Background: an optimization exercise with open tools, aiming at small area, a short achievable clock period and few clock cycles. Do not read the settings as production practice. Only simulation tests tie the RTL to the original design; equivalence was not proved. No activity file was given, so power comes from the tool's default toggle rates.

Design sw_top, start of the top module:
module sw_top (
    input  wire          clk,
    input  wire          rst,
    input  wire          i_valid,
    input  wire [73:0]   i_job,
    input  wire          i_ready,
    output wire          o_ready,
    output wire          o_valid,
    output wire [17:0]   o_result
);
    localparam DEPTH = 5;
    wire          take;
    wire          rel_first;
    wire [1:0]    rel_buf;
    wire [1:0]    base_a;
    wire [1:0]    base_b;
    wire          first;
    wire          x;
    wire          y;
    wire          vb;
    wire [31:0]   read_0;
    wire [31:0]   read_1;
    wire [31:0]   read_2;
    wire [15:0]   en_0;
    wire [15:0]   en_1;
    wire [15:0]   en_2;
    wire          out_first;
    wire          out_x;
    wire [4:0]    c_score;
    wire [3:0]    c_row;
    wire          c_col;
    sw_controller #(.DEPTH(DEPTH)) sw_controller_i (
        .clk         (clk),
        .rst         (rst),
        .i_valid     (i_valid),
        .i_job       (i_job),
        .i_take      (take),
        .i_rel_first (rel_first),
        .i_rel_buf   (rel_buf),
        .o_ready     (o_ready),
        .o_base_a    (base_a),
        .o_base_b    (base_b),
        .o_first     (first),
        .o_x         (x),
        .o_y         (y),
        .o_vb        (vb),
        .o_read_0    (read_0),
        .o_read_1    (read_1),
        .o_read_2    (read_2),
        .o_en_0      (en_0),
        .o_en_1      (en_1),
        .o_en_2      (en_2)
    );
    sw_pe_array sw_pe_array_i (
        .clk          (clk),
        .rst          (rst),
        .i_base_a     (base_a),
        .i_base_b     (base_b),
        .i_first      (first),
        .i_x          (x),
        .i_y          (y),
        .i_vb         (vb),
        .i_read_0     (read_0),
  ...
==> module sw_pe, before the edit <==
module sw_pe #(
    parameter [3:0] ROW = 4'd0
) (
    input  wire        clk,
    input  wire        rst,
    input  wire [1:0]  i_nx_base_a,
    input  wire [1:0]  i_nx_base_b,
    input  wire        i_nx_first,
    input  wire        i_nx_x,        
    input  wire        i_nx_y,        
    input  wire        i_nx_vb,       
    input  wire        i_rb_ld,
    input  wire [1:0]  i_rb,
    input  wire        i_en_ld,
    input  wire        i_en,
    input  wire [4:0]  i_ha,          
    input  wire [4:0]  i_hb,          
    input  wire [3:0]  i_fa,          
    input  wire [3:0]  i_fb,          
    input  wire [4:0]  i_db,          
    input  wire        i_match_dn,
    input  wire [4:0]  i_c_score,
    input  wire [3:0]  i_c_row,
    input  wire        i_c_col,
    output reg  [1:0]  o_base_a,
    output reg  [1:0]  o_base_b,
    output reg         o_first,
    output reg         o_x,
    output reg         o_y,
    output reg         o_vb,
    output wire [4:0]  o_ha,
    output wire [4:0]  o_hb,
    output wire [3:0]  o_fa,
    output wire [3:0]  o_fb,
    output wire [4:0]  o_db,          
    output wire        o_match_nb,    
    output wire [4:0]  o_c_score,
    output wire [3:0]  o_c_row,
    output wire        o_c_col
);
    function automatic integer nbits(input integer v);
        integer w;
        begin
            nbits = 0;
            for (w = 0; w < 6; w = w + 1)
                if (v >= (1 << w))
                    nbits = w + 1;
        end
    endfunction
    localparam integer WH  = nbits(ROW + 1);                  
    localparam integer WE  = (ROW > 5) ? nbits(ROW - 5) : 0;  
    localparam integer WF  = (ROW > 6) ? nbits(ROW - 6) : 0;  
    localparam integer WR  = nbits(ROW);                      
    localparam integer WER = (WE > 0) ? WE : 1;
    localparam integer WRR = (WR > 0) ? WR : 1;
    localparam integer WD  = nbits(ROW + 2);                  
    function automatic ge5(input [4:0] a, input [4:0] b);
        integer k, j;
        reg r, t;
        begin
            r = 1'b1;
            for (j = 0; j < 5; j = j + 1)
                r = r & (a[j] | ~b[j]);
            for (k = 0; k < 5; k = k + 1) begin
                t = a[k] & ~b[k];
                for (j = k + 1; j < 5; j = j + 1)
                    t = t & (a[j] | ~b[j]);
                r = r | t;
            end
            ge5 = r;
        end
    endfunction
    function automatic [4:0] max3(input [4:0] x, input [4:0] y, input [4:0] z);
        reg xy, xz, yz;
        begin
            xy = ge5(x, y);
            xz = ge5(x, z);
            yz = ge5(y, z);
            max3 = (xy & xz) ? x : (yz ? y : z);
        end
    endfunction
    function automatic [4:0] tab_add(input [4:0] x, input integer k, input integer lo);
        integer v;
        begin
            tab_add = 5'd0;
            for (v = 0; v < 32; v = v + 1)
                if (x == v)
                    tab_add = (v + k < lo) ? lo : v + k;
        end
    endfunction
    reg  [1:0]     rb_q;
    reg            en_q;
    reg  [WH-1:0]  da_q;
    reg  [WER-1:0] e_q;
    reg  [WER-1:0] fa_q;
    reg  [WER-1:0] fb_q;
    reg  [WH-1:0]  ha_q;
    reg  [WH-1:0]  hb_q;
    reg  [WD-1:0]  db_q;
    reg  [WH-1:0]  c_score_q;
    reg  [WRR-1:0] c_row_q;
    reg            c_col_q;
    wire [4:0] da5  = da_q;
    wire [4:0] e5   = (WE > 0) ? e_q : 5'd0;
    wire [4:0] fa5  = (WF > 0) ? i_fa : 5'd0;
    wire [4:0] fb5  = (WF > 0) ? i_fb : 5'd0;
    wire [4:0] iha  = (ROW > 0) ? i_ha : 5'd0;
    wire [4:0] ihb  = (ROW > 0) ? i_hb : 5'd0;
    wire [4:0] ha5  = ha_q;
    wire [4:0] hb5  = hb_q;
    wire [4:0] cs5  = (ROW > 0) ? i_c_score : 5'd0;
    wire [3:0] cr4  = (ROW > 0) ? i_c_row : 4'd0;
    wire       cc1  = (ROW > 0) ? i_c_col : 1'b0;
    always @(posedge clk or posedge rst) begin
        if (rst) begin
            o_first <= 1'b0;
            o_x     <= 1'b0;
        end else begin
            o_first <= i_nx_first;
            o_x     <= i_nx_x;
        end
    end
    always @(posedge clk) begin
        o_base_a <= i_nx_base_a;
        o_base_b <= i_nx_base_b;
        o_y      <= i_nx_y;
        o_vb     <= i_nx_vb;
        if (i_rb_ld)
            rb_q <= i_rb;
        if (i_en_ld)
            en_q <= i_en;
    end
    wire [4:0] diag_a  = i_nx_first ? 5'd0 : ihb;
    wire [1:0] rb_a    = i_nx_first ? i_rb : rb_q;
    wire       match_a = (i_nx_base_a == rb_a);
    wire [4:0] da_new  = match_a ? tab_add(diag_a, 1, 0) : tab_add(diag_a, -4, 0);
    assign o_match_nb = (i_nx_base_b == rb_a);
    wire [4:0] db5 = i_db;
    wire [4:0] ma   = ge5(da5, fa5) ? da5 : fa5;
    wire [4:0] na   = ge5(da5, e5) ? da5 : e5;
    wire [4:0] ha   = ge5(ma, e5) ? ma : e5;
    wire [4:0] foa  = ge5(na, tab_add(fa5, 6, 0)) ? tab_add(na, -6, 0) : tab_add(fa5, -1, 0);
    wire [4:0] ma6  = tab_add(ma, -6, 0);
    wire [4:0] em1  = tab_add(e5, -1, 0);
    wire [4:0] mb   = ge5(db5, fb5) ? db5 : fb5;
    wire [4:0] hb   = max3(mb, ma6, em1);
    wire [4:0] nb   = max3(db5, ma6, em1);
    wire [4:0] en5  = max3(tab_add(mb, -6, 0), tab_add(ma, -7, 0), tab_add(e5, -2, 0));
    wire [4:0] fob  = ge5(nb, tab_add(fb5, 6, 0)) ? tab_add(nb, -6, 0) : tab_add(fb5, -1, 0);
    wire take_b = !ge5(cs5, hb5) & !ge5(ha5, hb5);
    wire take_a = !take_b & !ge5(cs5, ha5);
    wire [4:0] db_dn = i_match_dn ? tab_add(ha, 1, 0) : tab_add(ha, -4, 0);
    always @(posedge clk) begin
        db_q <= db_dn[WD-1:0];
        da_q <= da_new[WH-1:0];
        e_q  <= i_nx_first ? {WER{1'b0}} : en5[WER-1:0];
        fa_q <= foa[WER-1:0];
        fb_q <= fob[WER-1:0];
        ha_q <= en_q ? ha[WH-1:0] : {WH{1'b0}};
        hb_q <= (en_q & o_vb) ? hb[WH-1:0] : {WH{1'b0}};    
        if (take_b) begin
            c_score_q <= hb_q;
            c_row_q   <= ROW;
            c_col_q   <= 1'b1;
        end else if (take_a) begin
            c_score_q <= ha_q;
            c_row_q   <= ROW;
            c_col_q   <= 1'b0;
        end else begin
            c_score_q <= cs5[WH-1:0];
            c_row_q   <= cr4[WRR-1:0];
            c_col_q   <= cc1;
        end
    end
    assign o_ha       = ha5;
    assign o_hb       = hb5;
    assign o_db       = db_q;
    assign o_fa       = (WE > 0) ? fa_q : 4'd0;
    assign o_fb       = (WE > 0) ? fb_q : 4'd0;
    assign o_c_score  = c_score_q;
    assign o_c_row    = (WR > 0) ? c_row_q : 4'd0;
    assign o_c_col    = c_col_q;
endmodule
export LEC_CHECK = 0
export ABC_AREA = 1
export CAP_MARGIN = 20
export CORE_MARGIN = 2
export CORE_UTILIZATION = 70
export PLACE_DENSITY = 0.8
export SLEW_MARGIN = 20
create_clock -name core_clock -period 10.0 [get_ports {clk}]
standard.sh (not shown) runs the stock make flow with config.mk's settings and CLKGATE_MAP_FILE= SYNTH_SCRIPT=/design/flow/synth_recipe.tcl, a recipe that flattens the netlist after the stock synthesis.
==> flow/flow/run.sh <==
#!/bin/bash
# The standard layout with three changes to how it is made (not to what is measured):
# - the port buffers are plain buf_2 cells instead of the delay buffer buffer_ports picks;
# - clock tree sinks are clustered in groups of up to 24 within 100 um;
# - repair_timing aims for 6.85 ns of setup slack, so it upsizes the gates and flip-flops on
#   the internal paths that are slower than the port paths.
# Every make step's output goes to make.log here; ORFS keeps each tool's full log under
# orfs/logs/.
set -euo pipefail
bash standard.sh "BUFFER_PORTS_ARGS=-buffer_cell sky130_fd_sc_hd__buf_2" CTS_CLUSTER_SIZE=24 CTS_CLUSTER_DIAMETER=100 SETUP_SLACK_MARGIN=6.85 finish > make.log 2>&1
Testbench counts at the start, summed over its fixed seeds: cycles 8,786.
Change:
--- a/flow/design.v
+++ b/flow/design.v
@@ -140,7 +140,7 @@
     wire [4:0] db5 = i_db;
     wire [4:0] ma   = ge5(da5, fa5) ? da5 : fa5;
     wire [4:0] na   = ge5(da5, e5) ? da5 : e5;
-    wire [4:0] ha   = ge5(ma, e5) ? ma : e5;
+    wire [4:0] ha   = max3(da5, fa5, e5);
     wire [4:0] foa  = ge5(na, tab_add(fa5, 6, 0)) ? tab_add(na, -6, 0) : tab_add(fa5, -1, 0);
     wire [4:0] ma6  = tab_add(ma, -6, 0);
     wire [4:0] em1  = tab_add(e5, -1, 0);
Result:
- The new run went through all stages and came out clean
- final area went down by 1.0%
- wire length shrinks by 2.5%
- fmax rises by 1.5%
- die area is lower by 1.0%
- register-to-register slack barely changes
- global-route usage goes down by 0.40 points
- sequential cell count stays the same
- total power rises by 62%
- worst setup slack is better by 0.046 ns
Testbench counts after the change, summed over its fixed seeds: cycles 8,786.

-- what the ideal ports hide --
How much do the figures lean on ideal ports? The routed layouts below were timed once more, with nothing changed but the port constraints. Step 1, drivers: a clkbuf_16 drives clk and a buf_2 each remaining input, both assumed. Step 2 also shifts input and output timing later by t, the mid clock arrival at the registers, as if the neighbouring blocks saw the same clock. a / b / c = ideal / step 1 / step 2; a / b = the first two.
| run | shift t [ns] | slack for setup (ns) | hold slack, ns | worst setup path after step 2 |
|---|---|---|---|---|
| the first run | 0.678 | 6.810 / 6.748 / 6.649 | 0.356 / 0.356 / 0.356 | input to register |
| the second run | 0.675 | 6.856 / 6.792 / 6.491 | 0.355 / 0.355 / 0.355 | input to register |
After both steps every run listed still meets setup and hold. For the second run, which loses most, drivers alone change the setup slack by -0.064 ns; drivers and shift together by -0.365 ns.
